What follows belongs to an exercise in optimizing a design on an open flow for small area; a production flow would make more cautious choices. The RTL was checked by simulation tests, not by an equivalence proof against the original design. Power and IR drop assume default switching activity.

==> flow/design.v <==
package router_pkg;
    localparam int FLIT_W    = 64;
    localparam int HOP_W     = 4;
    localparam int NUM_PORTS = 5;
    typedef logic [FLIT_W-1:0] flit_t;
    typedef enum logic [2:0] {
        PORT_UP    = 3'd0,
        PORT_DOWN  = 3'd1,
        PORT_LEFT  = 3'd2,
        PORT_RIGHT = 3'd3,
        PORT_PE    = 3'd4
    } port_e;
    typedef logic [NUM_PORTS-1:0] port_vec_t;
    typedef enum logic {
        VC_EVEN = 1'b0,
        VC_ODD  = 1'b1
    } vc_e;
endpackage
`timescale 1ns/1ps
module input_vc_buffer (
    input  logic              clk,
    input  logic              reset,
    input  logic              send_i,
    input  router_pkg::flit_t data_i,
    input  logic              clear_i,
    output logic              ready_o,
    output router_pkg::flit_t data_o,
    output logic              valid_o
);
    logic              int_v, ext_v;
    router_pkg::flit_t int_q, ext_q;
    assign ready_o = ~ext_v;
    assign data_o  = int_q;
    assign valid_o = int_v;
    always_ff @(posedge clk) begin
        if (reset) begin
            int_v <= 1'b0;
            ext_v <= 1'b0;
        end else begin
            int_v <= ext_v | send_i;
            ext_v <= int_v & ~clear_i;
        end
    end
    always_ff @(posedge clk) begin
        int_q <= ext_v ? ext_q : data_i;
        ext_q <= int_q;
    end
endmodule
`timescale 1ns/1ps
module rr_arbiter (
    input  logic                  clk,
    input  logic                  reset,
    input  logic                  free_i,
    input  router_pkg::port_vec_t req_i,
    output router_pkg::port_vec_t gnt_o
);
    localparam int N = router_pkg::NUM_PORTS;
    router_pkg::port_vec_t act_q, idle_q;
    always_comb begin
        for (int i = 0; i < N; i++) begin
            logic hit;
            hit = 1'b0;
            for (int j = 0; j < N; j++) begin
                logic clear;
                clear = act_q[j];
                for (int k = 0; k < N; k++) begin
                    if (((k - j + N) % N) < ((i - j + N) % N)) clear = clear & ~req_i[k];
                end
                hit = hit | clear;
            end
            gnt_o[i] = free_i & req_i[i] & hit;
        end
    end
    always_ff @(posedge clk) begin
        if (reset) begin
            act_q  <= router_pkg::port_vec_t'(1);
            idle_q <= router_pkg::port_vec_t'(1);
        end else begin
            act_q  <= idle_q;
            idle_q <= (gnt_o != '0) ? {gnt_o[N-2:0], gnt_o[N-1]} : act_q;
        end
    end
endmodule
`timescale 1ns/1ps
module vc_switch_alloc #(
    parameter int HOP_X_LSB = 52,
    parameter int HOP_Y_LSB = 48
) (
    input  logic                  clk,
    input  logic                  reset,
    input  router_pkg::flit_t [router_pkg::NUM_PORTS-1:0] in_data_i,
    input  router_pkg::port_vec_t in_valid_i,
    input  router_pkg::port_vec_t out_free_i,
    output router_pkg::port_vec_t [router_pkg::NUM_PORTS-1:0] gnt_o,
    output router_pkg::port_vec_t out_wr_en_o,
    output router_pkg::port_vec_t in_clear_o
);
    localparam int N = router_pkg::NUM_PORTS;
    router_pkg::port_vec_t [N-1:0] tgt;
    router_pkg::port_vec_t [N-1:0] req;
    always_comb begin
        for (int i = 0; i < N; i++) begin
            logic [router_pkg::HOP_W-1:0] x_off, y_off;
            logic x_zero;
            x_off  = in_data_i[i][HOP_X_LSB +: router_pkg::HOP_W];
            y_off  = in_data_i[i][HOP_Y_LSB +: router_pkg::HOP_W];
            x_zero = (x_off == '0);
            tgt[i] = '0;
            tgt[i][router_pkg::PORT_LEFT]  = x_off[router_pkg::HOP_W-1];
            tgt[i][router_pkg::PORT_RIGHT] = ~x_off[router_pkg::HOP_W-1] & ~x_zero;
            tgt[i][router_pkg::PORT_UP]    = x_zero & y_off[router_pkg::HOP_W-1];
            tgt[i][router_pkg::PORT_DOWN]  = x_zero & ~y_off[router_pkg::HOP_W-1] & (y_off != '0);
            tgt[i][router_pkg::PORT_PE]    = x_zero & (y_off == '0);
        end
    end
    always_comb begin
        for (int o = 0; o < N; o++) begin
            for (int i = 0; i < N; i++) begin
                req[o][i] = in_valid_i[i] & tgt[i][o];
            end
        end
    end
    for (genvar o = 0; o < N; o++) begin : g_arb
        rr_arbiter u_arb (
            .clk    (clk),
            .reset  (reset),
            .free_i (out_free_i[o]),
            .req_i  (req[o]),
            .gnt_o  (gnt_o[o])
        );
    end
    always_comb begin
        for (int o = 0; o < N; o++) begin
            out_wr_en_o[o] = |gnt_o[o];
        end
        for (int i = 0; i < N; i++) begin
            in_clear_o[i] = 1'b0;
            for (int o = 0; o < N; o++) in_clear_o[i] = in_clear_o[i] | gnt_o[o][i];
        end
    end
endmodule
`timescale 1ns/1ps
module output_vc_buffer #(
    parameter int HOP_X_LSB = 52,
    parameter int HOP_Y_LSB = 48,
    parameter int PORT      = 0
) (
    input  logic              clk,
    input  logic              reset,
    input  logic              wr_en_i,
    input  router_pkg::flit_t wr_data_i,
    input  logic              ready_i,
    output logic              free_o,
    output logic              hold_o,
    output router_pkg::flit_t hold_data_o,
    output logic              send_o,
    output router_pkg::flit_t data_o
);
    logic              int_v, ext_v;
    router_pkg::flit_t int_q, ext_q;
    assign send_o      = ext_v & ready_i;
    assign free_o      = ~int_v;
    assign hold_o      = int_v;
    assign hold_data_o = int_q;
    always_comb begin
        data_o = ext_q;
        case (PORT)
            router_pkg::PORT_UP:    data_o[HOP_Y_LSB +: router_pkg::HOP_W] = ext_q[HOP_Y_LSB +: router_pkg::HOP_W] + 4'd1;
            router_pkg::PORT_DOWN:  data_o[HOP_Y_LSB +: router_pkg::HOP_W] = ext_q[HOP_Y_LSB +: router_pkg::HOP_W] - 4'd1;
            router_pkg::PORT_LEFT:  data_o[HOP_X_LSB +: router_pkg::HOP_W] = ext_q[HOP_X_LSB +: router_pkg::HOP_W] + 4'd1;
            router_pkg::PORT_RIGHT: data_o[HOP_X_LSB +: router_pkg::HOP_W] = ext_q[HOP_X_LSB +: router_pkg::HOP_W] - 4'd1;
            default: ;
        endcase
    end
    always_ff @(posedge clk) begin
        if (reset) begin
            int_v <= 1'b0;
            ext_v <= 1'b0;
        end else begin
            ext_v <= int_v | wr_en_i;
            int_v <= ext_v & ~ready_i;
        end
    end
    always_ff @(posedge clk) begin
        ext_q <= wr_data_i;
        int_q <= ext_q;
    end
endmodule
`timescale 1ns/1ps
module mesh_router #(
    parameter int HOP_X_LSB = 52,
    parameter int HOP_Y_LSB = 48
) (
    input  logic                  clk,
    input  logic                  reset,
    input  router_pkg::port_vec_t send_i,
    input  logic [router_pkg::NUM_PORTS*router_pkg::FLIT_W-1:0] data_i,
    input  router_pkg::port_vec_t ready_i,
    output router_pkg::port_vec_t ready_o,
    output router_pkg::port_vec_t send_o,
    output logic [router_pkg::NUM_PORTS*router_pkg::FLIT_W-1:0] data_o,
    output logic                  polarity_o
);
    localparam int N = router_pkg::NUM_PORTS;
    router_pkg::flit_t     [N-1:0] in_data;
    router_pkg::port_vec_t         in_valid;
    router_pkg::port_vec_t         in_clear;
    router_pkg::port_vec_t         out_free;
    router_pkg::port_vec_t         out_hold;
    router_pkg::flit_t     [N-1:0] out_hold_data;
    router_pkg::port_vec_t         out_wr_en;
    router_pkg::flit_t     [N-1:0] out_wr_data;
    router_pkg::port_vec_t [N-1:0] gnt;
    always_ff @(posedge clk) begin
        if (reset) polarity_o <= router_pkg::VC_EVEN;
        else       polarity_o <= ~polarity_o;
    end
    for (genvar p = 0; p < N; p++) begin : g_port
        input_vc_buffer u_in (
            .clk     (clk),
            .reset   (reset),
            .send_i  (send_i[p]),
            .data_i  (data_i[p*router_pkg::FLIT_W +: router_pkg::FLIT_W]),
            .clear_i (in_clear[p]),
            .ready_o (ready_o[p]),
            .data_o  (in_data[p]),
            .valid_o (in_valid[p])
        );
        output_vc_buffer #(
            .HOP_X_LSB (HOP_X_LSB),
            .HOP_Y_LSB (HOP_Y_LSB),
            .PORT      (p)
        ) u_out (
            .clk         (clk),
            .reset       (reset),
            .wr_en_i     (out_wr_en[p]),
            .wr_data_i   (out_wr_data[p]),
            .ready_i     (ready_i[p]),
            .free_o      (out_free[p]),
            .hold_o      (out_hold[p]),
            .hold_data_o (out_hold_data[p]),
            .send_o      (send_o[p]),
            .data_o      (data_o[p*router_pkg::FLIT_W +: router_pkg::FLIT_W])
        );
    end
    vc_switch_alloc #(
        .HOP_X_LSB (HOP_X_LSB),
        .HOP_Y_LSB (HOP_Y_LSB)
    ) u_alloc (
        .clk         (clk),
        .reset       (reset),
        .in_data_i   (in_data),
        .in_valid_i  (in_valid),
        .out_free_i  (out_free),
        .gnt_o       (gnt),
        .out_wr_en_o (out_wr_en),
        .in_clear_o  (in_clear)
    );
    always_comb begin
        for (int o = 0; o < N; o++) begin
            out_wr_data[o] = {router_pkg::FLIT_W{out_hold[o]}} & out_hold_data[o];
            for (int i = 0; i < N; i++) begin
                out_wr_data[o] = out_wr_data[o] | ({router_pkg::FLIT_W{gnt[o][i]}} & in_data[i]);
            end
        end
    end
endmodule
==> flow/run.sh <==
#!/bin/bash
# synth_recipe.tcl (not shown) runs the flow's synth.tcl, then flattens the netlist and writes it again
# the make line also repeats each setting of config.mk as NAME=value (left out here)
make -C /OpenROAD-flow-scripts/flow DESIGN_CONFIG=/design/flow/config.mk WORK_HOME=/design/flow/orfs CLKGATE_MAP_FILE= SYNTH_SCRIPT=/design/flow/synth_recipe.tcl finish
==> flow/config.mk <==
export PLATFORM = sky130hd
export DESIGN_NAME = mesh_router
export DESIGN_NICKNAME = mesh_router
export VERILOG_FILES = /design/flow/design.v
export SDC_FILE = /design/flow/constraint.sdc
export NUM_CORES = 4
export LEC_CHECK = 0
export ABC_AREA = 1
export CAP_MARGIN = 20
export CORE_MARGIN = 2
export CORE_UTILIZATION = 30
export PLACE_DENSITY = 0.35
export SLEW_MARGIN = 20
==> flow/constraint.sdc <==
create_clock -name core_clock -period 6.0 [get_ports {clk}]
set_input_delay 1.2000 -clock core_clock [delete_from_list [all_inputs] [get_ports {clk}]]
set_output_delay 1.2000 -clock core_clock [all_outputs]
set_load 0.01 [all_outputs]
==> impl_metrics.json, run 1 <==
{
  "viasPerCell": 4.80,
  "root_buffer": "clkbuf_16",
  "synthCells": 5763,
  "cpLargestDelayFamily": "buffers and inverters",
  "pre_cts_slack_ns": 2.48,
  "maxSlewHeadroom_pct": 21.1,
  "postRouteAntennaNets": 0,
  "final_cell_mix": "2214 x nand2_1, 1341 x dfxtp_1, 661 x clkdlybuf4s50_1, 508 x nor2_1, 288 x inv_1",
  "grt_pass1_vias": 39500,
  "vias": 39800,
  "rsz0062_at_grt": "no",
  "powerDensity_mw_per_mm2": 382,
  "ioPinCount": 663,
  "detailed_place_hpwl_um": 136000,
  "synth-compound-area-share_pct": 6.38,
  "clock_path_buffers": 3,
  "gp_congestion": 0.836,
  "postLayoutSetupSlackWorst_ns": 1.92,
  "wl_um": 227000,
  "ctsHoldBuffers": 0,
  "leakagePower_nw": 25.2,
  "synth_seq_cells": 1351,
  "drt-pass1-iter-count": 7,
  "finalSetupViolations": 0,
  "grt_usage_pct": 27.9,
  "crit_type": "reg -> out",
  "final_area_mm2": 0.0593,
  "multi_input_area_mm2": 0.0158,
  "final_common_cell": "nand2_1",
  "synth-warning-count": 9,
  "grt_overflow": 0,
  "synth-simple-area-share_pct": 26.7,
  "clk_latency_ns": 0.79,
  "arrival_ns": 2.88,
  "cts_resized": 0,
  "drc_errors": 0,
  "cp.required_ns": 4.80,
  "rows": 145,
  "antenna_found_initial": 12,
  "ys_seq_area_share_pct": 57.6,
  "cts_htree_levels": 4,
  "grt_max_degree": 67,
  "area_growth_pct": 26.3,
  "start_kind": "register",
  "slowest_delay_ns": 0.92,
  "setup_tns_ns": 0,
  "placed_area_mm2": 0.0537,
  "cts.sink_count": 1351,
  "nets": 6449,
  "die_h_um": 400,
  "cts-buffers-inserted": 154,
  "critPathBufInv": 2,
  "port_buffers": 662,
  "power.total_w": 0.0226,
  "initial_core_util_pct": 30.1,
  "die-area_mm2": 0.160,
  "layout_min_cycle_time_ns": 4.08,
  "die_x_um": 400,
  "fill_cells": 16100,
  "synth_top_family_by_area": "simple AND/OR/NAND/NOR gates",
  "layout-drive-gt1-share_pct": 7.15,
  "finalCritPeriodShare_pct": 68.0,
  "cp_cell_sequence": "inv_4 -> clkdlybuf4s50_1",
  "status": "complete, no violations",
  "post_cts_buffers": 0,
  "synthMuxAreaShare_pct": 0,
  "path_max_fanout": 36,
  "grt_pass1_wl_um": 313000,
  "max_freq_mhz": 245,
  "core_area_mm2": 0.156,
  "tightest_slew_ns": 1.18,
  "hp-class": "reg -> reg",
  "cts_tree": "yes",
  "slew_violations": 0,
  "max-vdd-ir-drop_mv": 0.288,
  "synth_cell_type_count": 40,
  "cp-end-kind": "primary output",
  "synthAdderAreaFrac_pct": 0.107,
  "synth_xor_area_share_pct": 0.149,
  "slowest_stage": "dfxtp_4",
  "drt_iter0_drc": 3142,
  "syn_avg_cell_area_um2": 8.15,
  "clk_transition_reported_paths_ns": 0.06,
  "final-hold-violation-count": 0,
  "synth_area_mm2": 0.0469,
  "ff_latch_area_mm2": 0.0271,
  "wl_per_cell_um": 27.4,
  "skew_ns": 0.0222,
  "maxCapViolCount": 0
}
## worst register-to-register path: cells and delay by family (launching register included)
family / cells / cell delay (ns)
flops: 1 / 0.55
compound gates: 3 / 0.47
simple gates: 5 / 0.76
buf+inv: 2 / 1.47
## Yosys cell counts, drive strengths merged
| library cell | instances | area, µm² |
|---|---|---|
| dfxtp | 1351 | 27000 |
| and2 | 1 | 6.26 |
| or2 | 5 | 31.3 |
| o21ai | 248 | 1250 |
| buf | 376 | 2510 |
| o221ai | 1 | 8.76 |
| o221a | 37 | 417 |
| nor4 | 1 | 12.5 |
| nand3b | 2 | 15.0 |
| nand4 | 254 | 1590 |
| and3 | 1 | 6.26 |
| nand2 | 2228 | 8390 |
| o21bai | 2 | 15.0 |
| nor3 | 9 | 66.3 |
| o2111ai | 62 | 543 |
| a21oi | 85 | 429 |
| clkinv | 2 | 7.51 |
| o211ai | 1 | 7.51 |
| inv | 311 | 1170 |
| a221oi | 25 | 325 |
| ha | 4 | 50.1 |
| clkbuf | 145 | 544 |
| nor2 | 517 | 1980 |
| xnor2 | 2 | 17.5 |
| nand3 | 87 | 460 |
| xor2 | 6 | 52.6 |
## through the flow
| stage | instances | hold WS, ns | util [%] |
|---|---|---|---|
| final | 8300 | 0.343 | 38.0 |
| after global routing | 8296 | 0.355 | 38.0 |
| after CTS | 8296 | 0.339 | 38.0 |
| after detailed placement | 8015 | 0.336 | 34.4 |
| after global placement | 8015 | 0.334 | 34.4 |
| after floorplan | 5763 | 0.331 | - |
## flip-flops by register name, indices dropped and copies added, names as in the netlist
signal,cells
g_port.u_in.ext_q,320
g_port.u_in.int_q,320
g_port.u_out.ext_q,320
g_port.u_out.int_q,320
u_alloc.g_arb.u_arb.act_q,25
u_alloc.g_arb.u_arb.idle_q,25
g_port.u_in.ext_v,5
g_port.u_in.int_v,5
g_port.u_out.ext_v,5
g_port.u_out.int_v,5
polarity_o,1
## kinds of logic (layout without fill, tap and decap cells)
kind of cell             Yosys count  count (layout)
AND/OR/NAND/NOR                 3105            3105
flip-flops                      1351            1351
buffers and inverters            834            1309
AO/OA/AOI/OAI                    461             461
XOR/XNOR                           8               8
adder cells (fa/ha/maj)            4               4
other                              0               4
## layout make-up
type	count	area share (%)
Clock inverter	53	1.38
Antenna cell	4	0.0169
Sequential cell	1351	45.7
Multi-Input combinational cell	3578	26.6
Inverter	313	2.05
Timing Repair Buffer	715	11.9
Tap cell	2058	4.34
Clock buffer	228	8.05
## power by group
group	internal, W	switching (W)
registers	0.00976	0.000665
logic	0.000794	0.00112
clock network	0.00636	0.00394
## metal layers
layer | up-vias | GRT usage [%] | wire, µm | share of wire [%]
met4 | 8 | 8.93 | 7080 | 3.1
met2 | 1478 | 46.0 | 106000 | 47
li1 | 18800 | - | - | -
met5 | - | 0 | 56 | 0.025
met3 | 342 | 4.47 | 13000 | 5.7
met1 | 19300 | 37.1 | 101000 | 45
## worst paths after layout
kind,start,to,slack (ns),cells past startpoint
setup / recovery,g_port[3].u_in.ext_v,ready_o[3],1.92,2
hold / removal,g_port[3].u_out.ext_q[47],g_port[3].u_out.int_q[47],0.34,0
setup reg to reg,g_port[3].u_in.int_v,g_port[2].u_out.ext_q[25],2.61,10
hold reg to reg,g_port[3].u_out.ext_q[47],g_port[3].u_out.int_q[47],0.34,0
==> run 2: changes to the inputs <==
--- a/flow/design.v
+++ b/flow/design.v
@@ -55,29 +55,34 @@
     output router_pkg::port_vec_t gnt_o
 );
     localparam int N = router_pkg::NUM_PORTS;
-    router_pkg::port_vec_t act_q, idle_q;
-    always_comb begin
+    logic [N-1:1]          act_q, idle_q;
+    router_pkg::port_vec_t hi_req, pick;
+    logic [N-1:1]          nxt;
+    assign hi_req = req_i & {act_q, 1'b0};
+    always_comb begin
+        logic seen;
+        seen = 1'b0;
         for (int i = 0; i < N; i++) begin
-            logic hit;
-            hit = 1'b0;
-            for (int j = 0; j < N; j++) begin
-                logic clear;
-                clear = act_q[j];
-                for (int k = 0; k < N; k++) begin
-                    if (((k - j + N) % N) < ((i - j + N) % N)) clear = clear & ~req_i[k];
-                end
-                hit = hit | clear;
-            end
-            gnt_o[i] = free_i & req_i[i] & hit;
+            pick[i] = (hi_req != '0) ? (hi_req[i] & ~seen) : (req_i[i] & ~seen);
+            seen    = seen | ((hi_req != '0) ? hi_req[i] : req_i[i]);
+        end
+    end
+    assign gnt_o = free_i ? pick : '0;
+    always_comb begin
+        logic below;
+        below = 1'b0;
+        for (int k = 1; k < N; k++) begin
+            below  = below | gnt_o[k-1];
+            nxt[k] = below;
         end
     end
     always_ff @(posedge clk) begin
         if (reset) begin
-            act_q  <= router_pkg::port_vec_t'(1);
-            idle_q <= router_pkg::port_vec_t'(1);
+            act_q  <= '0;
+            idle_q <= '0;
         end else begin
             act_q  <= idle_q;
-            idle_q <= (gnt_o != '0) ? {gnt_o[N-2:0], gnt_o[N-1]} : act_q;
+            idle_q <= (gnt_o != '0) ? nxt : act_q;
         end
     end
 endmodule
@@ -162,14 +167,26 @@
     assign free_o      = ~int_v;
     assign hold_o      = int_v;
     assign hold_data_o = int_q;
+    localparam int W = router_pkg::HOP_W;
     always_comb begin
         data_o = ext_q;
         case (PORT)
-            router_pkg::PORT_UP:    data_o[HOP_Y_LSB +: router_pkg::HOP_W] = ext_q[HOP_Y_LSB +: router_pkg::HOP_W] + 4'd1;
-            router_pkg::PORT_DOWN:  data_o[HOP_Y_LSB +: router_pkg::HOP_W] = ext_q[HOP_Y_LSB +: router_pkg::HOP_W] - 4'd1;
-            router_pkg::PORT_LEFT:  data_o[HOP_X_LSB +: router_pkg::HOP_W] = ext_q[HOP_X_LSB +: router_pkg::HOP_W] + 4'd1;
-            router_pkg::PORT_RIGHT: data_o[HOP_X_LSB +: router_pkg::HOP_W] = ext_q[HOP_X_LSB +: router_pkg::HOP_W] - 4'd1;
-            default: ;
+            router_pkg::PORT_UP: begin
+                data_o[HOP_X_LSB +: W] = '0;
+                data_o[HOP_Y_LSB +: W] = {1'b1, ext_q[HOP_Y_LSB +: W-1]} + 4'd1;
+            end
+            router_pkg::PORT_DOWN: begin
+                data_o[HOP_X_LSB +: W] = '0;
+                data_o[HOP_Y_LSB +: W] = {1'b0, ext_q[HOP_Y_LSB +: W-1]} - 4'd1;
+            end
+            router_pkg::PORT_LEFT:
+                data_o[HOP_X_LSB +: W] = {1'b1, ext_q[HOP_X_LSB +: W-1]} + 4'd1;
+            router_pkg::PORT_RIGHT:
+                data_o[HOP_X_LSB +: W] = {1'b0, ext_q[HOP_X_LSB +: W-1]} - 4'd1;
+            default: begin
+                data_o[HOP_X_LSB +: W] = '0;
+                data_o[HOP_Y_LSB +: W] = '0;
+            end
         endcase
     end
     always_ff @(posedge clk) begin
==> flow/flow/run.sh (new file) <==
#!/bin/bash
# Layout flow: the standard flow, with
# - synthesis as standard.sh runs it, except that ABC maps the logic with an
#   area-recovering script (flow/abc_area.script) instead of ORFS's,
# - the smallest buffer (buf_1) on every input and output port,
# - clock tree from clkbuf_4 (default clustering), without dummy loads.
set -euo pipefail
here=$(pwd)
rm -rf "$here/scripts_mod"
cp -r "$FLOW_HOME/scripts" "$here/scripts_mod"
cp "$here/flow/abc_area.script" "$here/scripts_mod/abc_area.script"
bash standard.sh \
  "SCRIPTS_DIR=$here/scripts_mod" \
  ABC_AREA=1 \
  "BUFFER_PORTS_ARGS=-buffer_cell sky130_fd_sc_hd__buf_1" \
  "CTS_ARGS=-sink_clustering_enable -repair_clock_nets -buf_list sky130_fd_sc_hd__clkbuf_4 -dont_use_dummy_load" \
  finish > flow_make.log 2>&1
==> flow/flow/abc_area.script (new file) <==
&get -n
&st
&syn2
&dch -f
&nf -R 1000
&put
==> flow/standard.sh (new file) <==
#!/bin/bash
# synth_recipe.tcl (not shown) runs the flow's synth.tcl, then flattens the netlist and writes it again
# the make line also repeats each setting of config.mk as NAME=value (left out here)
make -C /OpenROAD-flow-scripts/flow DESIGN_CONFIG=/design/flow/config.mk WORK_HOME=/design/flow/orfs CLKGATE_MAP_FILE= SYNTH_SCRIPT=/design/flow/synth_recipe.tcl "${@:-finish}"
==> flow/config.mk (replaced) <==
export PLATFORM = sky130hd
export DESIGN_NAME = mesh_router
export DESIGN_NICKNAME = mesh_router
export VERILOG_FILES = /design/flow/design.v
export SDC_FILE = /design/flow/constraint.sdc
export NUM_CORES = 4
export LEC_CHECK = 0
export CAP_MARGIN = 20
export CORE_MARGIN = 2
export CORE_UTILIZATION = 40
export PLACE_DENSITY = 0.5
export SLEW_MARGIN = 20
removed: flow/run.sh
==> impl_metrics.json, run 2 <==
{
  "core_area_mm2": 0.102,
  "cts_resized": 0,
  "ctsHoldBuffers": 0,
  "cp_cell_sequence": "nor3_1 -> nor2b_1 -> nor3b_1 -> nand2_1 -> and3_1 -> o21ai_0 -> nor4b_1 -> o2111a_4 -> buf_4 -> a22oi_1 -> nand3_1",
  "rrSetupSlack_ns": 1.88,
  "wl_um": 167000,
  "async_flop_share_pct": 0,
  "slowest_delay_ns": 0.95,
  "clk_latency_ns": 1.21,
  "detailed_place_hpwl_um": 97300,
  "arrival_ns": 5.18,
  "cts.sink_count": 1301,
  "yosys.cell_count.top_type": "dfxtp_1",
  "netSwitchingFraction_pct": 26.5,
  "post_cts_buffers": 0,
  "setup_tns_ns": 0,
  "postRouteAntennaNets": 0,
  "synthCells": 3351,
  "rsz0062_at_grt": "no",
  "grt_pass1_vias": 32800,
  "finalCritPeriodShare_pct": 68.7,
  "start_kind": "register",
  "cts-buffers-inserted": 347,
  "yosys.area.top_type": "dfxtp_1",
  "ioPinCount": 663,
  "critPathBufInv": 1,
  "final_common_cell": "dfxtp_1",
  "rows": 117,
  "crit_type": "reg -> reg",
  "clk_transition_reported_paths_ns": 0.06,
  "combPwrFrac_pct": 6.9,
  "area_growth_pct": 13.6,
  "nets": 4499,
  "synth_edf_count": 0,
  "path_max_fanout": 49,
  "fill_cells": 9807,
  "layout-drive-gt1-share_pct": 10.6,
  "slowest_stage": "o2111a_4",
  "synth_top_area_share_pct": 63.3,
  "wl_per_cell_um": 30.1,
  "syn_avg_cell_area_um2": 12.3,
  "cts_tree": "yes",
  "placed_area_mm2": 0.0441,
  "cts_htree_levels": 5,
  "port_buffers": 646,
  "skew_ns": 0.142,
  "synth_common_cells": "1301 x dfxtp_1, 447 x nand2_1, 320 x mux2_1",
  "cp-end-kind": "register",
  "max-vdd-ir-drop_mv": 0.206,
  "slew_violations": 0,
  "status": "complete, no violations",
  "antenna_found_initial": 18,
  "die-area_mm2": 0.105,
  "clkPwrFrac_pct": 34.2,
  "ys_seq_area_share_pct": 63.3,
  "synth_ff_type": "dfxtp_1",
  "drt_iter0_drc": 4782,
  "die_h_um": 325,
  "drt-pass1-iter-count": 10,
  "p_int_w": 0.0125,
  "leakagePower_nw": 18.4,
  "tightest_slew_ns": 1.17,
  "cp.required_ns": 7.06,
  "die_x_um": 325,
  "grt_max_degree": 59,
  "maxCapViolCount": 0,
  "root_buffer": "clkbuf_4",
  "finalSetupViolations": 0,
  "final-hold-violation-count": 0,
  "drc_errors": 0,
  "vias": 32700,
  "initial_core_util_pct": 40.4,
  "max_freq_mhz": 243,
  "powerDensity_mw_per_mm2": 363,
  "synth_seq_cells": 1301,
  "synth_area_mm2": 0.0411,
  "synth_cell_type_count": 34,
  "maxSlewHeadroom_pct": 21.8,
  "yosys-top-cells-area": "dfxtp_1 63%, mux2_1 8.8%, a222oi_1 7.3%",
  "grt_overflow": 0,
  "layout_min_cycle_time_ns": 4.12,
  "top_regs": "g_port.u_in.ext_q x320, g_port.u_in.int_q x320",
  "power.switching_w": 0.00450,
  "final_area_mm2": 0.0467,
  "viasPerCell": 5.90,
  "synth-warning-count": 9,
  "clock_path_buffers": 4,
  "seqPwrFrac_pct": 58.9,
  "cpLargestDelayFamily": "simple AND/OR/NAND/NOR gates",
  "hp-class": "in -> reg",
  "grt_usage_pct": 30.5,
  "gp_congestion": 0.818,
  "grt_pass1_wl_um": 235000,
  "final_cell_mix": "1291 x dfxtp_1, 645 x buf_1, 447 x nand2_1, 347 x clkbuf_4, 320 x mux2_1"
}
-- run 2: layer usage --
| layer | global-route usage, % | wire length [µm] | vias to the layer above |
|---|---|---|---|
| met2 | 47.6 | 75700 | 2117 |
| met5 | 0 | 85 | - |
| li1 | - | - | 14200 |
| met1 | 40.2 | 68400 | 16100 |
| met4 | 11.7 | 4830 | 14 |
| met3 | 8.39 | 17500 | 337 |
-- run 2: kinds of logic (layout without fill, tap and decap cells) --
kind of cell,after synthesis,count (layout),synth area share (%)
AO/OA/AOI/OAI,648,648,14.2
XOR/XNOR,4,4,0.0852
adder cells (fa/ha/maj),4,4,0.122
buffers and inverters,281,1076,4.92
flip-flops,1301,1301,63.3
multiplexers,320,320,8.76
other,1,27,0.00912
AND/OR/NAND/NOR,792,792,8.57
-- run 2: worst paths after layout --
path / from / to / cells after the start
hold reg to reg: g_port[0].u_out.ext_q[3] / g_port[0].u_out.int_q[3] / 0
setup reg to reg: g_port[1].u_in.int_q[52] / g_port[4].u_out.ext_q[7] / 11
setup / recovery: g_port[1].u_in.int_q[52] / g_port[4].u_out.ext_q[7] / 11
hold / removal: data_i[90] / g_port[1].u_in.int_q[26] / 2
-- run 2: cell type report --
type	instances	area, µm²	share of cell area, %
Sequential cell	1301	26100	55.8
Antenna cell	11	27.5	0.0589
Clock buffer	347	2610	5.58
Timing Repair Buffer	706	2910	6.23
Multi-Input combinational cell	1784	13300	28.5
Inverter	23	86.3	0.185
Tap cell	1368	1710	3.66
-- run 2: stage by stage --
| step | setup WS, ns | cells | utilization [%] | power [W] | hold slack [ns] |
|---|---|---|---|---|---|
| final | 1.88 | 5540 | 45.9 | 0.0170 | 0.199 |
| after global routing | 1.58 | 5536 | 45.8 | 0.0177 | 0.0789 |
| after CTS | 1.95 | 5529 | 45.8 | 0.0171 | 0.0735 |
| after detailed placement | 2.03 | 5182 | 43.3 | 0.0113 | 0.334 |
| after global placement | 1.98 | 5181 | 43.2 | 0.0113 | 0.334 |
| after floorplan | 0.215 | 3366 | - | 0.0107 | 0.332 |
-- run 2: power groups by stage --
stage | combinational [W] | sequential [W] | clock (W)
2_1_floorplan | 0.000839 | 0.00989 | 0
3_3_place_gp | 0.00115 | 0.0101 | 0
3_5_place_dp | 0.00116 | 0.0101 | 0
4_1_cts | 0.00117 | 0.00996 | 0.00594
5_1_grt | 0.00125 | 0.0100 | 0.00637
6_report | 0.00117 | 0.00998 | 0.00580
==> run 3: changes to the inputs <==
==> flow/flow/abc_area.script (replaced) <==
&get -n
&st
&syn2
&dch -f
&nf -R 1000
&st
&syn2
&dch -f
&nf -R 1000
&put
==> impl_metrics.json, run 3 <==
{
  "status": "complete, no violations",
  "max-vdd-ir-drop_mv": 0.159,
  "final_cell_mix": "1291 x dfxtp_1, 645 x buf_1, 375 x nand2_1, 349 x clkbuf_4, 320 x mux2_1",
  "synth_ff_type": "dfxtp_1",
  "nets": 4494,
  "synth_cell_type_count": 35,
  "drc_errors": 0,
  "root_buffer": "clkbuf_4",
  "rr_startpoint": "g_port[4].u_in.int_q[53]",
  "slowest_delay_ns": 0.51,
  "cts-buffers-inserted": 349,
  "top_regs": "g_port.u_in.ext_q x320, g_port.u_in.int_q x320",
  "wl_per_cell_um": 29.9,
  "drt_iter0_drc": 4736,
  "clk_transition_reported_paths_ns": 0.07,
  "cp_cell_sequence": "nor3_1 -> nor2b_1 -> nor2b_1 -> nand2b_1 -> o211ai_1 -> clkinv_1 -> o21ai_0 -> nand3b_1 -> a2111oi_4 -> buf_4 -> nor2_1 -> a31oi_1 -> nor2_1",
  "setup_tns_ns": 0,
  "layout-drive-gt1-share_pct": 10.7,
  "async_flop_share_pct": 0,
  "syn_avg_cell_area_um2": 12.3,
  "layout_min_cycle_time_ns": 4.15,
  "clk_latency_ns": 1.22,
  "post_cts_buffers": 0,
  "arrival_ns": 5.17,
  "r2r_end": "u_alloc.g_arb[1].u_arb.idle_q[1]",
  "final_util_pct": 45.9,
  "postRouteAntennaNets": 0,
  "postLayoutSetupSlackWorst_ns": 1.85,
  "synthCells": 3344,
  "ioPinCount": 663,
  "hp-class": "in -> reg",
  "tightest_slew_ns": 1.14,
  "drt-pass1-iter-count": 9,
  "vias": 32900,
  "critPathBufInv": 2,
  "final_common_cell": "dfxtp_1",
  "leakagePower_nw": 18.2,
  "synth_edf_count": 0,
  "slew_violations": 0,
  "max_freq_mhz": 241,
  "whs_endpoint": "g_port[0].u_in.int_q[41]",
  "start_kind": "register",
  "cts_resized": 0,
  "fill_cells": 9808,
  "gp_congestion": 0.823,
  "cp.required_ns": 7.01,
  "rows": 117,
  "grt_pass1_vias": 32500,
  "slowest_stage": "buf_4",
  "clock_path_buffers": 4,
  "grt_usage_pct": 30.3,
  "ff2ff_path_depth": 13,
  "cp-end-kind": "register",
  "area_growth_pct": 13.7,
  "cpLargestDelayFamily": "simple AND/OR/NAND/NOR gates",
  "viasPerCell": 5.93,
  "hold_start": "data_i[41]",
  "cts_tree": "yes",
  "synth_area_mm2": 0.0410,
  "die_h_um": 324,
  "grt_max_degree": 60,
  "port_buffers": 646,
  "grt_pass1_wl_um": 234000,
  "core_area_mm2": 0.102,
  "detailed_place_hpwl_um": 98300,
  "synth_seq_cells": 1301,
  "crit_type": "reg -> reg",
  "rrSetupSlack_ns": 1.85,
  "finalSetupViolations": 0,
  "rsz0062_at_grt": "no",
  "antenna_found_initial": 19,
  "powerDensity_mw_per_mm2": 363,
  "cts_htree_levels": 5,
  "die_x_um": 324,
  "synth_top_area_share_pct": 63.5,
  "wl_um": 166000,
  "maxSlewHeadroom_pct": 23.7,
  "ys_seq_area_share_pct": 63.5,
  "die-area_mm2": 0.105,
  "synth_common_cells": "1301 x dfxtp_1, 375 x nand2_1, 320 x mux2_1",
  "finalCritPeriodShare_pct": 69.2,
  "cts.sink_count": 1301,
  "initial_core_util_pct": 40.3,
  "ctsHoldBuffers": 0,
  "synth-warning-count": 9,
  "yosys-top-cells-area": "dfxtp_1 63%, mux2_1 8.8%, a222oi_1 7.3%",
  "pre_cts_slack_ns": 1.93,
  "yosys.cell_count.top_type": "dfxtp_1",
  "skew_ns": 0.126,
  "yosys.area.top_type": "dfxtp_1",
  "maxCapViolCount": 0,
  "power.total_w": 0.0169,
  "hold_depth": 2,
  "final-hold-violation-count": 0,
  "path_max_fanout": 28,
  "grt_overflow": 0
}
[run 3: changes by cell type in the layout (fill, tap and decap cells not counted), moves of 4 or more]
| cell | change |
|---|---|
| a22oi_1 | +63 |
| nor2_1 | +5 |
| nand3_1 | +63 |
| and3_4 | +4 |
| nand2_1 | -72 |
| a221o_1 | -63 |
| diode_2 | +4 |
| a211oi_1 | +4 |
| a21oi_1 | -8 |
[run 3: cell type report]
class,count,area [µm²],share of cell area (%)
clock buffers,349,2620,5.61
flip-flops and latches,1301,26100,55.9
well taps,1368,1710,3.67
diodes,15,37.5,0.0804
inverters,24,90.1,0.193
repair buffers,706,2950,6.33
multi-input cells,1776,13200,28.3
[run 3: routing by layer]
metal / wire length, µm / track usage (%)
met4: 6220 / 12.9
met5: 74 / 0
met3: 16900 / 7.55
met2: 76100 / 47.8
met1: 66300 / 39.6
[run 3: power by group]
group | leakage [nW] | internal [W] | switching [W]
clock | 1.61 | 0.00264 | 0.00317
sequential | 10.8 | 0.00937 | 0.000617
combinational | 5.75 | 0.000443 | 0.000701
total | 18.2 | 0.0124 | 0.00449
[run 3: worst max path at each step]
stage / from / slack, ns / cells past startpoint / to
after global placement: g_port[4].u_in.int_q[53] / 2.02 / 13 / u_alloc.g_arb[1].u_arb.idle_q[1]
after detailed placement: g_port[4].u_in.int_q[53] / 1.93 / 13 / u_alloc.g_arb[1].u_arb.idle_q[1]
after global routing: g_port[4].u_in.int_q[53] / 1.48 / 13 / u_alloc.g_arb[1].u_arb.idle_q[1]
after floorplan: g_port[2].u_in.int_q[53] / 0.12 / 13 / u_alloc.g_arb[3].u_arb.idle_q[3]
final: g_port[4].u_in.int_q[53] / 1.85 / 13 / u_alloc.g_arb[1].u_arb.idle_q[1]
after CTS: g_port[4].u_in.int_q[53] / 1.93 / 13 / u_alloc.g_arb[1].u_arb.idle_q[1]
[run 3: per-stage QoR]
stage          hold WS (ns)  std cells  cell area (µm²)
6_report              0.168       5539            46700
5_1_grt              0.0696       5535            46700
4_1_cts              0.0526       5524            46600
3_5_place_dp          0.334       5175            44000
3_3_place_gp          0.332       5173            44000
2_1_floorplan         0.332       3359            41100
[run 3: cells by family after synthesis]
logic type / after synthesis / share of synthesized area [%]
buffers and inverters: 282 / 4.94
AOI/OAI and AO/OA: 650 / 14.0
DFF: 1301 / 63.5
other: 1 / 0.00914
adders and majority gates: 4 / 0.122
xor gates and xnor gates: 4 / 0.0853
and+or+nand+nor: 782 / 8.66
muxes: 320 / 8.78
[run 3: worst register-to-register path, delay by kind of cell, from the launching register on]
family                 cells  cell delay [ns]
DFF                        1             0.33
buffers and inverters      2             0.63
AOI/OAI and AO/OA          4             1.48
and+or+nand+nor            7             1.57
==> run 4: changes to the inputs <==
--- a/flow/config.mk
+++ b/flow/config.mk
@@ -5,8 +5,8 @@
 export SDC_FILE = /design/flow/constraint.sdc
 export NUM_CORES = 4
 export LEC_CHECK = 0
-export CAP_MARGIN = 20
+export CAP_MARGIN = 10
 export CORE_MARGIN = 2
 export CORE_UTILIZATION = 40
 export PLACE_DENSITY = 0.5
-export SLEW_MARGIN = 20
+export SLEW_MARGIN = 10
==> impl_metrics.json, run 4 <==
{
  "status": "complete, no violations",
  "clock_path_buffers": 4,
  "crit_type": "reg -> reg",
  "post_cts_buffers": 0,
  "slowest_stage": "nor2b_4",
  "cts_resized": 0,
  "cts-buffers-inserted": 349,
  "grt_pass1_vias": 32600,
  "synth_seq_cells": 1301,
  "synth-warning-count": 9,
  "final_cell_mix": "1291 x dfxtp_1, 645 x buf_1, 375 x nand2_1, 349 x clkbuf_4, 320 x mux2_1",
  "cts.sink_count": 1301,
  "synth_ff_type": "dfxtp_1",
  "finalSetupViolations": 0,
  "path_max_fanout": 34,
  "postRouteAntennaNets": 0,
  "drt-pass1-iter-count": 9,
  "max_freq_mhz": 239,
  "powerDensity_mw_per_mm2": 363,
  "synth_edf_count": 0,
  "die_h_um": 324,
  "die_x_um": 324,
  "rows": 117,
  "clk_latency_ns": 1.22,
  "clk_transition_reported_paths_ns": 0.06,
  "initial_core_util_pct": 40.3,
  "r2r_end": "g_port[1].u_out.ext_q[15]",
  "synth_cell_type_count": 35,
  "wl_per_cell_um": 29.9,
  "ff2ff_path_depth": 11,
  "synthCells": 3344,
  "final-hold-violation-count": 0,
  "cp_common_cell": "nor2b_1",
  "hp-class": "in -> reg",
  "maxSlewHeadroom_pct": 12.9,
  "port_buffers": 646,
  "arrival_ns": 5.23,
  "die-area_mm2": 0.105,
  "start_kind": "register",
  "cts_htree_levels": 5,
  "yosys.area.top_type": "dfxtp_1",
  "slew_violations": 0,
  "final_common_cell": "dfxtp_1",
  "numPlacedInstances": 5173,
  "ys_seq_area_share_pct": 63.5,
  "drc_errors": 0,
  "async_flop_share_pct": 0,
  "gp_congestion": 0.823,
  "max-vdd-ir-drop_mv": 0.174,
  "layout-drive-gt1-share_pct": 10.7,
  "layout_min_cycle_time_ns": 4.19,
  "rrSetupSlack_ns": 1.81,
  "synth_common_cells": "1301 x dfxtp_1, 375 x nand2_1, 320 x mux2_1",
  "skew_ns": 0.138,
  "synth_top_area_share_pct": 63.5,
  "rsz0062_at_grt": "no",
  "leakagePower_nw": 18.1,
  "grt_pass1_wl_um": 233000,
  "antenna_found_initial": 15,
  "yosys.cell_count.top_type": "dfxtp_1",
  "yosys-top-cells-area": "dfxtp_1 63%, mux2_1 8.8%, a222oi_1 7.3%",
  "hold_start": "data_i[41]",
  "stdcell_count": 5536,
  "top_regs": "g_port.u_in.ext_q x320, g_port.u_in.int_q x320",
  "core_area_mm2": 0.102,
  "maxCapViolCount": 0,
  "cp-end-kind": "register",
  "cp.required_ns": 7.04,
  "detailed_place_hpwl_um": 97900,
  "syn_avg_cell_area_um2": 12.3,
  "synth_area_mm2": 0.0410,
  "root_buffer": "clkbuf_4",
  "ioPinCount": 663,
  "ctsHoldBuffers": 0,
  "drt_iter0_drc": 4864,
  "finalCritPeriodShare_pct": 69.9,
  "tightest_slew_ns": 1.30,
  "cts_tree": "yes",
  "area_growth_pct": 13.6,
  "wl_um": 166000,
  "rr_startpoint": "g_port[4].u_in.int_q[53]",
  "vias": 32800,
  "whs_endpoint": "g_port[0].u_in.int_q[41]",
  "nets": 4492,
  "grt_overflow": 0,
  "grt_max_degree": 60,
  "hold_depth": 2,
  "setup_tns_ns": 0,
  "grt_usage_pct": 30.3,
  "viasPerCell": 5.92,
  "cp_cell_sequence": "nor3_1 -> nor2b_1 -> nor2b_1 -> nand2b_1 -> o211ai_1 -> or4_1 -> and2_0 -> nor2b_4 -> buf_12 -> a222oi_1 -> nand3_1",
  "slowest_delay_ns": 1.03
}
==> run 4: cell counts after synthesis <==
Identical to the previous run, type by type.
==> run 4: through the flow <==
| stage | hold slack [ns] | instance area, µm² | worst slack [ns] | utilization (%) | total power [W] |
|---|---|---|---|---|---|
| final | 0.185 | 46600 | 1.81 | 45.8 | 0.0169 |
| after CTS | 0.0639 | 46600 | 1.87 | 45.8 | 0.0171 |
| after global routing | 0.0980 | 46600 | 1.49 | 45.8 | 0.0176 |
| after detailed placement | 0.334 | 44000 | 1.94 | 43.2 | 0.0113 |
| after global placement | 0.332 | 44000 | 2.02 | 43.2 | 0.0113 |
| after floorplan | 0.332 | 41100 | 0.125 | - | 0.0107 |
==> run 4: critical path, delay by kind of cell (launching register included) <==
kind	cells	cell delay, ns
compound gates	2	0.61
buf+inv	1	0.37
flops	1	0.33
simple gates	8	2.73
==> run 4: routing by layer <==
layer  vias up  track usage (%)  share of wire (%)
met5         -                0              0.030
met4         8             13.8                3.8
met3       394             7.30                9.9
met2      2173             47.5                 46
met1     16100             39.6                 41
li1      14100                -                  -
==> run 4: area by class of cell <==
| class | instances | area, µm² |
|---|---|---|
| antenna | 14 | 35.0 |
| timing repair buffer | 704 | 2900 |
| clock buffer | 349 | 2620 |
| inverter | 24 | 90.1 |
| tap | 1368 | 1710 |
| multi-input combinational | 1776 | 13200 |
| fill | 9741 | 55100 |
| sequential | 1301 | 26100 |
==> run 4: cell families after synthesis <==
family	after synthesis	synth area share (%)
and+or+nand+nor	782	8.66
DFF	1301	63.5
adders and majority gates	4	0.122
muxes	320	8.78
xor gates and xnor gates	4	0.0853
other	1	0.00914
buffers and inverters	282	4.94
AOI/OAI and AO/OA	650	14.0
==> run 4: power breakdown <==
| part | total [W] | switching, W | internal (W) |
|---|---|---|---|
| clock | 0.00582 | 0.00318 | 0.00264 |
| sequential | 0.00998 | 0.000616 | 0.00937 |
| combinational | 0.00114 | 0.000701 | 0.000443 |
| total | 0.0169 | 0.00450 | 0.0124 |
==> run 4: worst max-delay path by stage <==
stage                                        start                          endpoint  slack (ns)  depth (start not counted)
after detailed placement  g_port[4].u_in.int_q[53]  u_alloc.g_arb[1].u_arb.idle_q[1]        1.94                         13
after global placement    g_port[4].u_in.int_q[53]  u_alloc.g_arb[1].u_arb.idle_q[1]        2.02                         13
final                     g_port[4].u_in.int_q[53]         g_port[1].u_out.ext_q[15]        1.81                         11
after CTS                 g_port[4].u_in.int_q[53]         g_port[1].u_out.ext_q[15]        1.87                         11
after floorplan           g_port[2].u_in.int_q[53]  u_alloc.g_arb[3].u_arb.idle_q[3]        0.12                         13
after global routing      g_port[4].u_in.int_q[53]  u_alloc.g_arb[1].u_arb.idle_q[1]        1.49                         13
==> run 5: changes to the inputs <==
--- a/flow/design.v
+++ b/flow/design.v
@@ -27,22 +27,24 @@
     output router_pkg::flit_t data_o,
     output logic              valid_o
 );
-    logic              int_v, ext_v;
+    logic              int_v, ext_v, ext_n;
     router_pkg::flit_t int_q, ext_q;
-    assign ready_o = ~ext_v;
+    assign ready_o = ext_n;
     assign data_o  = int_q;
     assign valid_o = int_v;
     always_ff @(posedge clk) begin
         if (reset) begin
             int_v <= 1'b0;
             ext_v <= 1'b0;
+            ext_n <= 1'b1;
         end else begin
             int_v <= ext_v | send_i;
             ext_v <= int_v & ~clear_i;
-        end
-    end
-    always_ff @(posedge clk) begin
-        int_q <= ext_v ? ext_q : data_i;
+            ext_n <= ~(int_v & ~clear_i);
+        end
+    end
+    always_ff @(posedge clk) begin
+        int_q <= ({router_pkg::FLIT_W{ext_v}} & ext_q) | ({router_pkg::FLIT_W{ext_n}} & data_i);
         ext_q <= int_q;
     end
 endmodule
==> flow/flow/abc_area.script (replaced) <==
&get -n
&st
&syn2
&dch -f
&nf -R 1000 -C 32 -p
&put
==> impl_metrics.json, run 5 <==
{
  "status": "complete, no violations",
  "crit_start": "g_port[4].u_in.int_q[53]",
  "wl_per_cell_um": 32.6,
  "synth_common_cells": "1306 x dfxtp_1, 473 x nand2_1, 321 x a22o_1",
  "synth_ff_type": "dfxtp_1",
  "finalCritPeriodShare_pct": 76.1,
  "gp_congestion": 0.832,
  "hold_start": "data_i[317]",
  "clock_path_buffers": 4,
  "synth_edf_count": 0,
  "rsz0062_at_grt": "no",
  "ys_seq_area_share_pct": 64.5,
  "cts_tree": "yes",
  "drc_errors": 0,
  "grt_max_degree": 64,
  "slowest_delay_ns": 0.77,
  "final_cell_mix": "1291 x dfxtp_1, 645 x buf_1, 473 x nand2_1, 348 x clkbuf_4, 321 x a22o_1",
  "grt_overflow": 0,
  "final_util_pct": 46.1,
  "grt_pass1_vias": 33500,
  "hold_depth": 2,
  "ioPinCount": 663,
  "vias": 34100,
  "synth-warning-count": 9,
  "area_growth_pct": 14.1,
  "slew_violations": 0,
  "cp_cell_sequence": "nor3_1 -> nor2_1 -> a222oi_1 -> a21boi_0 -> nor4bb_1 -> nor2_1 -> nor2_1 -> nor3b_1 -> o2111a_4 -> buf_4 -> nor3b_1 -> nand2_1 -> a21oi_1",
  "port_buffers": 646,
  "drt-pass1-iter-count": 8,
  "layout-drive-gt1-share_pct": 10.8,
  "detailed_place_hpwl_um": 104000,
  "syn_avg_cell_area_um2": 12.1,
  "synth_cell_type_count": 44,
  "start_kind": "register",
  "cts-buffers-inserted": 348,
  "max-vdd-ir-drop_mv": 0.154,
  "core_area_mm2": 0.100,
  "final_common_cell": "dfxtp_1",
  "max_freq_mhz": 219,
  "numPlacedInstances": 5180,
  "ctsHoldBuffers": 0,
  "viasPerCell": 6.15,
  "synthCells": 3357,
  "drt_iter0_drc": 5090,
  "path_max_fanout": 37,
  "post_cts_buffers": 0,
  "finalSetupViolations": 0,
  "setup_tns_ns": 0,
  "maxCapViolCount": 0,
  "maxSlewHeadroom_pct": 18.9,
  "die-area_mm2": 0.104,
  "initial_core_util_pct": 40.4,
  "root_buffer": "clkbuf_4",
  "cts.sink_count": 1306,
  "ff2ff_path_depth": 13,
  "arrival_ns": 5.63,
  "power.total_w": 0.0173,
  "cp_common_cell": "nor2_1",
  "wl_um": 181000,
  "cts_resized": 0,
  "hp-class": "in -> reg",
  "grt_pass1_wl_um": 248000,
  "powerDensity_mw_per_mm2": 373,
  "yosys.area.top_type": "dfxtp_1",
  "stdcell_count": 5547,
  "clk_transition_reported_paths_ns": 0.07,
  "yosys.cell_count.top_type": "dfxtp_1",
  "ff_latch_area_mm2": 0.0262,
  "cp.required_ns": 7.06,
  "skew_ns": 0.114,
  "antenna_found_initial": 31,
  "final_area_mm2": 0.0462,
  "placed_area_mm2": 0.0436,
  "layout_min_cycle_time_ns": 4.57,
  "yosys-top-cells-area": "dfxtp_1 65%, a222oi_1 7.4%, a22o_1 6.9%",
  "multi_input_area_mm2": 0.0126,
  "synth_seq_cells": 1306,
  "async_flop_share_pct": 0,
  "final-hold-violation-count": 0,
  "grt_usage_pct": 33.5,
  "rr_startpoint": "g_port[4].u_in.int_q[53]",
  "die_x_um": 322,
  "nets": 4509,
  "clk_latency_ns": 1.21,
  "leakagePower_nw": 19.1,
  "postRouteAntennaNets": 0,
  "cts_htree_levels": 5,
  "synth_top_area_share_pct": 64.5,
  "fill_cells": 9630,
  "top_regs": "g_port.u_in.ext_q x320, g_port.u_in.int_q x320",
  "rows": 116,
  "synth_area_mm2": 0.0405,
  "crit_type": "reg -> reg",
  "die_h_um": 322,
  "cp-end-kind": "register",
  "tightest_slew_ns": 1.21,
  "slowest_stage": "nor4bb_1"
}
-- run 5: cell types whose count changed after synthesis, sizes merged, moves of 4 or more --
cell   change
nand2     +98
nor3b      +5
nor2       +5
a221o     +95
a22o     +321
nor4b      +4
mux2     -320
a22oi     -97
nand3    -101
dfxtp      +5
or4b       -4
-- run 5: metrics by stage --
step	setup WS, ns	hold slack, ns
2_1_floorplan	0.225	0.332
3_3_place_gp	1.71	0.332
3_5_place_dp	1.58	0.333
4_1_cts	1.56	0.0504
5_1_grt	1.19	0.0730
6_report	1.43	0.176
-- run 5: power by group --
group	internal (W)	switching [W]
Sequential	0.00944	0.000711
Combinational	0.000481	0.000785
Clock	0.00263	0.00320
-- run 5: final cells by class --
class,count,share of cell area [%]
Antenna cell,19,0.103
Timing Repair Buffer,709,6.41
Inverter,23,0.187
Multi-Input combinational cell,1785,27.3
Tap cell,1357,3.67
Sequential cell,1306,56.7
Clock buffer,348,5.65
-- run 5: final timing paths --
path,endpoint,slack [ns]
max,u_alloc.g_arb[3].u_arb.idle_q[2],1.43
min,g_port[4].u_in.int_q[61],0.18
min reg2reg,g_port[0].u_out.int_q[34],0.30
max reg2reg,u_alloc.g_arb[3].u_arb.idle_q[2],1.43
-- run 5: critical path: cells and delay by family (launching register included) --
kind	cells	cell delay, ns
buffers and inverters	1	0.46
and+or+nand+nor	8	2.27
AOI/OAI and AO/OA	4	1.38
DFF	1	0.35
-- run 5: metal layers --
metal	up-vias	track usage [%]	part of all wire [%]
met4	22	15.1	3.9
li1	14500	-	-
met2	2324	51.2	45
met3	423	9.12	11
met5	-	0	0.077
met1	16800	44.3	41
-- run 5: kinds of logic after synthesis --
logic type,count (synthesis),share of synthesized area [%]
simple gates,791,8.60
compound gates,970,21.6
xor+xnor,4,0.0865
buf+inv,281,4.99
fa+ha+maj,4,0.124
other cells,1,0.00926
flops,1306,64.5
==> run 6: changes to the inputs <==
--- a/flow/config.mk
+++ b/flow/config.mk
@@ -5,8 +5,8 @@
 export SDC_FILE = /design/flow/constraint.sdc
 export NUM_CORES = 4
 export LEC_CHECK = 0
-export CAP_MARGIN = 10
+export CAP_MARGIN = 0
 export CORE_MARGIN = 2
 export CORE_UTILIZATION = 40
 export PLACE_DENSITY = 0.5
-export SLEW_MARGIN = 10
+export SLEW_MARGIN = 0
==> impl_metrics.json, run 6 <==
{
  "status": "complete, no violations",
  "cts_htree_levels": 5,
  "initial_core_util_pct": 40.4,
  "slowest_delay_ns": 0.77,
  "powerDensity_mw_per_mm2": 373,
  "critPathBufInv": 1,
  "synth_xor_area_share_pct": 0.0865,
  "synth_top_family_by_area": "compound AO/OA/AOI/OAI gates",
  "final_cell_mix": "1291 x dfxtp_1, 645 x buf_1, 473 x nand2_1, 348 x clkbuf_4, 321 x a22o_1",
  "synth-warning-count": 9,
  "synth_seq_cells": 1306,
  "setup_tns_ns": 0,
  "synth_top_area_share_pct": 64.5,
  "yosys-top-cells-area": "dfxtp_1 65%, a222oi_1 7.4%, a22o_1 6.9%",
  "hp-class": "in -> reg",
  "cts.sink_count": 1306,
  "antenna_found_initial": 31,
  "post_cts_buffers": 0,
  "power.total_w": 0.0173,
  "nets": 4509,
  "clk_latency_ns": 1.21,
  "clk_transition_reported_paths_ns": 0.07,
  "hold_start": "data_i[317]",
  "leakagePower_nw": 19.1,
  "whs_endpoint": "g_port[4].u_in.int_q[61]",
  "crit_start": "g_port[4].u_in.int_q[53]",
  "die-area_mm2": 0.104,
  "maxSlewHeadroom_pct": 18.9,
  "synth_edf_count": 0,
  "arrival_ns": 5.63,
  "grt_pass1_wl_um": 248000,
  "cp_common_cell": "nor2_1",
  "ctsHoldBuffers": 0,
  "top_regs": "g_port.u_in.ext_q x320, g_port.u_in.int_q x320",
  "drc_errors": 0,
  "synth_common_cells": "1306 x dfxtp_1, 473 x nand2_1, 321 x a22o_1",
  "slew_violations": 0,
  "slowest_stage": "nor4bb_1",
  "gp_congestion": 0.832,
  "grt_usage_pct": 33.5,
  "clock_path_buffers": 4,
  "die_h_um": 322,
  "wl_per_cell_um": 32.6,
  "cp_cell_sequence": "nor3_1 -> nor2_1 -> a222oi_1 -> a21boi_0 -> nor4bb_1 -> nor2_1 -> nor2_1 -> nor3b_1 -> o2111a_4 -> buf_4 -> nor3b_1 -> nand2_1 -> a21oi_1",
  "max-vdd-ir-drop_mv": 0.154,
  "rsz0062_at_grt": "no",
  "detailed_place_hpwl_um": 104000,
  "ys_seq_area_share_pct": 64.5,
  "cp-end-kind": "register",
  "tightest_slew_ns": 1.21,
  "synth_ff_type": "dfxtp_1",
  "hold_depth": 2,
  "synthCells": 3357,
  "postRouteAntennaNets": 0,
  "cts_tree": "yes",
  "yosys.cell_count.top_type": "dfxtp_1",
  "multi_input_area_mm2": 0.0126,
  "finalSetupViolations": 0,
  "r2r_end": "u_alloc.g_arb[3].u_arb.idle_q[2]",
  "synth_cell_type_count": 44,
  "ff_latch_area_mm2": 0.0262,
  "core_area_mm2": 0.100,
  "final-hold-violation-count": 0,
  "synth_area_mm2": 0.0405,
  "rr_startpoint": "g_port[4].u_in.int_q[53]",
  "layout-drive-gt1-share_pct": 10.8,
  "cpLargestDelayFamily": "simple AND/OR/NAND/NOR gates",
  "skew_ns": 0.114,
  "synthAdderAreaFrac_pct": 0.124,
  "root_buffer": "clkbuf_4",
  "rrSetupSlack_ns": 1.43,
  "cts-buffers-inserted": 348,
  "async_flop_share_pct": 0,
  "crit_type": "reg -> reg",
  "syn_avg_cell_area_um2": 12.1,
  "grt_max_degree": 64,
  "max_freq_mhz": 219,
  "cts_resized": 0,
  "wl_um": 181000,
  "area_growth_pct": 14.1,
  "numPlacedInstances": 5180,
  "synthMuxAreaShare_pct": 0,
  "final_common_cell": "dfxtp_1",
  "die_x_um": 322,
  "layout_min_cycle_time_ns": 4.57,
  "yosys.area.top_type": "dfxtp_1",
  "stdcell_count": 5547,
  "drt_iter0_drc": 5090,
  "cp.required_ns": 7.06,
  "rows": 116,
  "ioPinCount": 663,
  "maxCapViolCount": 0,
  "start_kind": "register",
  "port_buffers": 646,
  "fill_cells": 9630,
  "vias": 34100,
  "path_max_fanout": 37,
  "synth-simple-area-share_pct": 8.60,
  "ff2ff_path_depth": 13,
  "drt-pass1-iter-count": 8,
  "finalCritPeriodShare_pct": 76.1,
  "grt_pass1_vias": 33500,
  "grt_overflow": 0,
  "viasPerCell": 6.15,
  "synth-compound-area-share_pct": 21.6
}
run 6: cell counts in the layout (fill, tap and decap cells not counted):
No cell type changed its count.
run 6: layout make-up:
class / instances / share of cell area [%]
diodes: 19 / 0.103
clock buffers: 348 / 5.65
inverters: 23 / 0.187
multi-input cells: 1785 / 27.3
flip-flops and latches: 1306 / 56.7
well taps: 1357 / 3.67
repair buffers: 709 / 6.41
run 6: cells by family (layout without fill, tap and decap cells):
group                    count (synthesis)  in the layout
adder cells (fa/ha/maj)                  4              4
flip-flops                            1306           1306
other                                    1             35
AND/OR/NAND/NOR                        791            791
XOR/XNOR                                 4              4
AO/OA/AOI/OAI                          970            970
buffers and inverters                  281           1080
run 6: where the power goes:
part / internal (W) / total, W / switching, W
registers: 0.00944 / 0.0102 / 0.000711
logic: 0.000481 / 0.00127 / 0.000785
clock network: 0.00263 / 0.00584 / 0.00320
total: 0.0126 / 0.0173 / 0.00470
run 6: metal layers:
metal	GRT usage, %	up-vias	share of wire [%]
met2	51.2	2324	45
met3	9.12	423	11
met5	0	-	0.077
met1	44.3	16800	41
met4	15.1	22	3.9
li1	-	14500	-
run 6: per-stage QoR:
stage               utilization (%)  hold WS, ns  cell area (µm²)  setup slack (ns)
global route                   46.1       0.0730            46200              1.19
floorplan                         -        0.332            40600             0.225
detailed placement             43.4        0.333            43600              1.58
CTS                            46.0       0.0504            46200              1.56
global placement               43.4        0.332            43600              1.71
finish                         46.1        0.176            46200              1.43
run 6: worst register-to-register path, delay by kind of cell (launching register included):
family / cells / cell delay [ns]
compound gates: 4 / 1.38
buf+inv: 1 / 0.47
flops: 1 / 0.35
simple gates: 8 / 2.29
run 6: worst max-delay path by stage:
| stage | end | slack (ns) | cells past startpoint |
|---|---|---|---|
| 2_1_floorplan | u_alloc.g_arb[4].u_arb.idle_q[2] | 0.22 | 11 |
| 3_3_place_gp | u_alloc.g_arb[3].u_arb.idle_q[1] | 1.71 | 13 |
| 3_5_place_dp | u_alloc.g_arb[3].u_arb.idle_q[2] | 1.58 | 13 |
| 4_1_cts | u_alloc.g_arb[3].u_arb.idle_q[2] | 1.56 | 13 |
| 5_1_grt | u_alloc.g_arb[3].u_arb.idle_q[2] | 1.19 | 13 |
| 6_report | u_alloc.g_arb[3].u_arb.idle_q[2] | 1.43 | 13 |
==> run 7: changes to the inputs <==
--- a/flow/design.v
+++ b/flow/design.v
@@ -27,24 +27,22 @@
     output router_pkg::flit_t data_o,
     output logic              valid_o
 );
-    logic              int_v, ext_v, ext_n;
+    logic              int_v, ext_v;
     router_pkg::flit_t int_q, ext_q;
-    assign ready_o = ext_n;
+    assign ready_o = ~ext_v;
     assign data_o  = int_q;
     assign valid_o = int_v;
     always_ff @(posedge clk) begin
         if (reset) begin
             int_v <= 1'b0;
             ext_v <= 1'b0;
-            ext_n <= 1'b1;
         end else begin
             int_v <= ext_v | send_i;
             ext_v <= int_v & ~clear_i;
-            ext_n <= ~(int_v & ~clear_i);
-        end
-    end
-    always_ff @(posedge clk) begin
-        int_q <= ({router_pkg::FLIT_W{ext_v}} & ext_q) | ({router_pkg::FLIT_W{ext_n}} & data_i);
+        end
+    end
+    always_ff @(posedge clk) begin
+        int_q <= ext_v ? ext_q : data_i;
         ext_q <= int_q;
     end
 endmodule
==> flow/flow/run.sh (replaced) <==
#!/bin/bash
# Layout flow: the standard flow, with
# - synthesis as standard.sh runs it, except that ABC maps the logic with an
#   area-recovering script (flow/abc_area.script) instead of ORFS's,
# - the smallest buffer (buf_1) on every input and output port,
# - clock tree from clkbuf_16 (default clustering), without dummy loads.
set -euo pipefail
here=$(pwd)
rm -rf "$here/scripts_mod"
cp -r "$FLOW_HOME/scripts" "$here/scripts_mod"
cp "$here/flow/abc_area.script" "$here/scripts_mod/abc_area.script"
bash standard.sh \
  "SCRIPTS_DIR=$here/scripts_mod" \
  ABC_AREA=1 \
  "BUFFER_PORTS_ARGS=-buffer_cell sky130_fd_sc_hd__buf_1" \
  "CTS_ARGS=-sink_clustering_enable -repair_clock_nets -buf_list sky130_fd_sc_hd__clkbuf_16 -dont_use_dummy_load" \
  finish > flow_make.log 2>&1
==> flow/flow/abc_area.script (replaced) <==
&get -n
&st
&syn2
&dch -f
&nf -R 1000
&put
--- a/flow/config.mk
+++ b/flow/config.mk
@@ -5,8 +5,8 @@
 export SDC_FILE = /design/flow/constraint.sdc
 export NUM_CORES = 4
 export LEC_CHECK = 0
-export CAP_MARGIN = 0
+export CAP_MARGIN = 20
 export CORE_MARGIN = 2
 export CORE_UTILIZATION = 40
 export PLACE_DENSITY = 0.5
-export SLEW_MARGIN = 0
+export SLEW_MARGIN = 20
==> impl_metrics.json, run 7 <==
{
  "status": "complete, no violations",
  "slowest_delay_ns": 0.94,
  "rrSetupSlack_ns": 1.95,
  "slew_violations": 0,
  "clk_latency_ns": 0.76,
  "core_area_mm2": 0.102,
  "cp_cell_sequence": "nor3_1 -> nor2b_1 -> nor3b_1 -> nand2_1 -> and3_1 -> o21ai_0 -> nor4b_1 -> o2111a_4 -> buf_4 -> a22oi_1 -> nand3_1",
  "numPlacedInstances": 5182,
  "yosys.cell_count.top_type": "dfxtp_1",
  "multi_input_area_mm2": 0.0133,
  "die_h_um": 325,
  "die-area_mm2": 0.105,
  "rows": 117,
  "grt_overflow": 0,
  "stdcell_count": 5322,
  "rsz0062_at_grt": "no",
  "clock_path_buffers": 3,
  "postLayoutSetupSlackWorst_ns": 1.95,
  "top_regs": "g_port.u_in.ext_q x320, g_port.u_in.int_q x320",
  "final-hold-violation-count": 0,
  "cp-end-kind": "register",
  "wl_per_cell_um": 30.9,
  "synth_common_cells": "1301 x dfxtp_1, 447 x nand2_1, 320 x mux2_1",
  "maxSlewHeadroom_pct": 21.7,
  "ff_latch_area_mm2": 0.0261,
  "hold_start": "g_port[2].u_out.ext_q[9]",
  "antenna_found_initial": 18,
  "synthCells": 3351,
  "drt_iter0_drc": 4795,
  "gp_congestion": 0.818,
  "ys_seq_area_share_pct": 63.3,
  "finalSetupViolations": 0,
  "drt-pass1-iter-count": 13,
  "synth_cell_type_count": 34,
  "yosys-top-cells-area": "dfxtp_1 63%, mux2_1 8.8%, a222oi_1 7.3%",
  "wl_um": 165000,
  "arrival_ns": 4.67,
  "pre_cts_slack_ns": 2.03,
  "grt_pass1_vias": 31200,
  "path_max_fanout": 49,
  "cp.required_ns": 6.63,
  "root_buffer": "clkbuf_16",
  "port_buffers": 646,
  "cts_resized": 0,
  "start_kind": "register",
  "ff2ff_path_depth": 11,
  "whs_endpoint": "g_port[2].u_out.int_q[9]",
  "ctsHoldBuffers": 0,
  "ioPinCount": 663,
  "grt_pass1_wl_um": 231000,
  "grt_usage_pct": 30.1,
  "hp-class": "reg -> reg",
  "r2r_end": "g_port[4].u_out.ext_q[59]",
  "synth_edf_count": 0,
  "synth_top_area_share_pct": 63.3,
  "max_freq_mhz": 247,
  "yosys.area.top_type": "dfxtp_1",
  "setup_tns_ns": 0,
  "cts_htree_levels": 4,
  "area_growth_pct": 15.4,
  "leakagePower_nw": 18.4,
  "fill_cells": 9549,
  "async_flop_share_pct": 0,
  "cts_tree": "yes",
  "synth_ff_type": "dfxtp_1",
  "die_x_um": 325,
  "post_cts_buffers": 0,
  "final_cell_mix": "1291 x dfxtp_1, 645 x buf_1, 447 x nand2_1, 320 x mux2_1, 300 x a222oi_1",
  "crit_type": "reg -> reg",
  "placed_area_mm2": 0.0441,
  "viasPerCell": 5.92,
  "max-vdd-ir-drop_mv": 0.208,
  "layout-drive-gt1-share_pct": 5.83,
  "detailed_place_hpwl_um": 97300,
  "grt_max_degree": 59,
  "final_util_pct": 46.6,
  "layout_min_cycle_time_ns": 4.05,
  "maxCapViolCount": 0,
  "synth_seq_cells": 1301,
  "tightest_slew_ns": 1.17,
  "vias": 31500,
  "rr_startpoint": "g_port[1].u_in.int_q[53]",
  "synth_area_mm2": 0.0411,
  "synth-warning-count": 9,
  "slowest_stage": "o2111a_4",
  "skew_ns": 0.0781,
  "final_common_cell": "dfxtp_1",
  "clk_transition_reported_paths_ns": 0.06,
  "nets": 4286,
  "cts-buffers-inserted": 134,
  "powerDensity_mw_per_mm2": 384,
  "initial_core_util_pct": 40.4,
  "cts.sink_count": 1301,
  "postRouteAntennaNets": 0,
  "finalCritPeriodShare_pct": 67.5,
  "final_area_mm2": 0.0475,
  "hold_depth": 0,
  "syn_avg_cell_area_um2": 12.3,
  "drc_errors": 0
}
==> run 7: changes by cell type after synthesis, moves of 26 or more <==
cell / before / now
mux2_1: 0 / 320
a22oi_1: 142 / 176
nand3_1: 151 / 189
a221o_1: 158 / 126
nand2_1: 473 / 447
a22o_1: 321 / 1
==> run 7: worst max path at each step <==
stage | start | endpoint | cells after the start | slack (ns)
floorplan | g_port[3].u_in.int_q[53] | u_alloc.g_arb[3].u_arb.idle_q[1] | 12 | 0.21
global placement | g_port[1].u_in.int_q[53] | g_port[4].u_out.ext_q[7] | 11 | 1.98
detailed placement | g_port[1].u_in.int_q[53] | g_port[4].u_out.ext_q[4] | 11 | 2.03
CTS | g_port[1].u_in.int_q[53] | g_port[4].u_out.ext_q[59] | 11 | 1.98
global route | g_port[4].u_in.int_q[52] | g_port[4].u_out.ext_q[59] | 11 | 1.57
finish | g_port[1].u_in.int_q[53] | g_port[4].u_out.ext_q[59] | 11 | 1.95
==> run 7: power by group <==
group	switching [W]	internal (W)	total (W)
combinational	0.000703	0.000468	0.00117
clock	0.00315	0.00391	0.00706
sequential	0.000616	0.00936	0.00998
total	0.00447	0.0137	0.0182
==> run 7: through the flow <==
| stage | total power [W] | hold slack (ns) |
|---|---|---|
| 3_3_place_gp | 0.0113 | 0.334 |
| 3_5_place_dp | 0.0113 | 0.334 |
| 5_1_grt | 0.0188 | 0.318 |
| 4_1_cts | 0.0183 | 0.309 |
| 6_report | 0.0182 | 0.313 |
| 2_1_floorplan | 0.0107 | 0.332 |
==> run 7: layout make-up <==
| class | count | share of cell area (%) |
|---|---|---|
| flip-flops and latches | 1301 | 55.0 |
| inverters | 23 | 0.182 |
| clock buffers | 134 | 7.07 |
| multi-input cells | 1784 | 28.0 |
| well taps | 1368 | 3.61 |
| diodes | 6 | 0.0316 |
| repair buffers | 706 | 6.13 |
==> run 7: worst max-delay path, delay by kind of cell (launching register included) <==
family / cells / cell delay (ns)
compound gates: 3 / 1.42
buf+inv: 1 / 0.38
flops: 1 / 0.34
simple gates: 7 / 1.82
==> run 7: cell families (layout without fill, tap and decap cells) <==
| logic type | after synthesis | count (layout) | share of synthesized area [%] |
|---|---|---|---|
| simple gates | 792 | 792 | 8.57 |
| xor+xnor | 4 | 4 | 0.0852 |
| fa+ha+maj | 4 | 4 | 0.122 |
| flops | 1301 | 1301 | 63.3 |
| buf+inv | 281 | 863 | 4.92 |
| other cells | 1 | 22 | 0.00912 |
| compound gates | 648 | 648 | 14.2 |
| mux | 320 | 320 | 8.76 |
==> run 7: layer usage <==
metal	wire length, µm	track usage, %	share of wire, %
met1	68300	40.2	41
met2	74300	47.3	45
met3	17000	7.71	10
met5	88	0	0.053
met4	5030	10.5	3.1

Re-timed with assumed drivers on the ports (clkbuf_16 on the clock, buf_2 on other inputs), run 7 has 1.951 ns of setup slack against 1.951 ns with ideal ports, and 1.951 ns once port delays also move by the mid clock arrival of 0.790 ns.
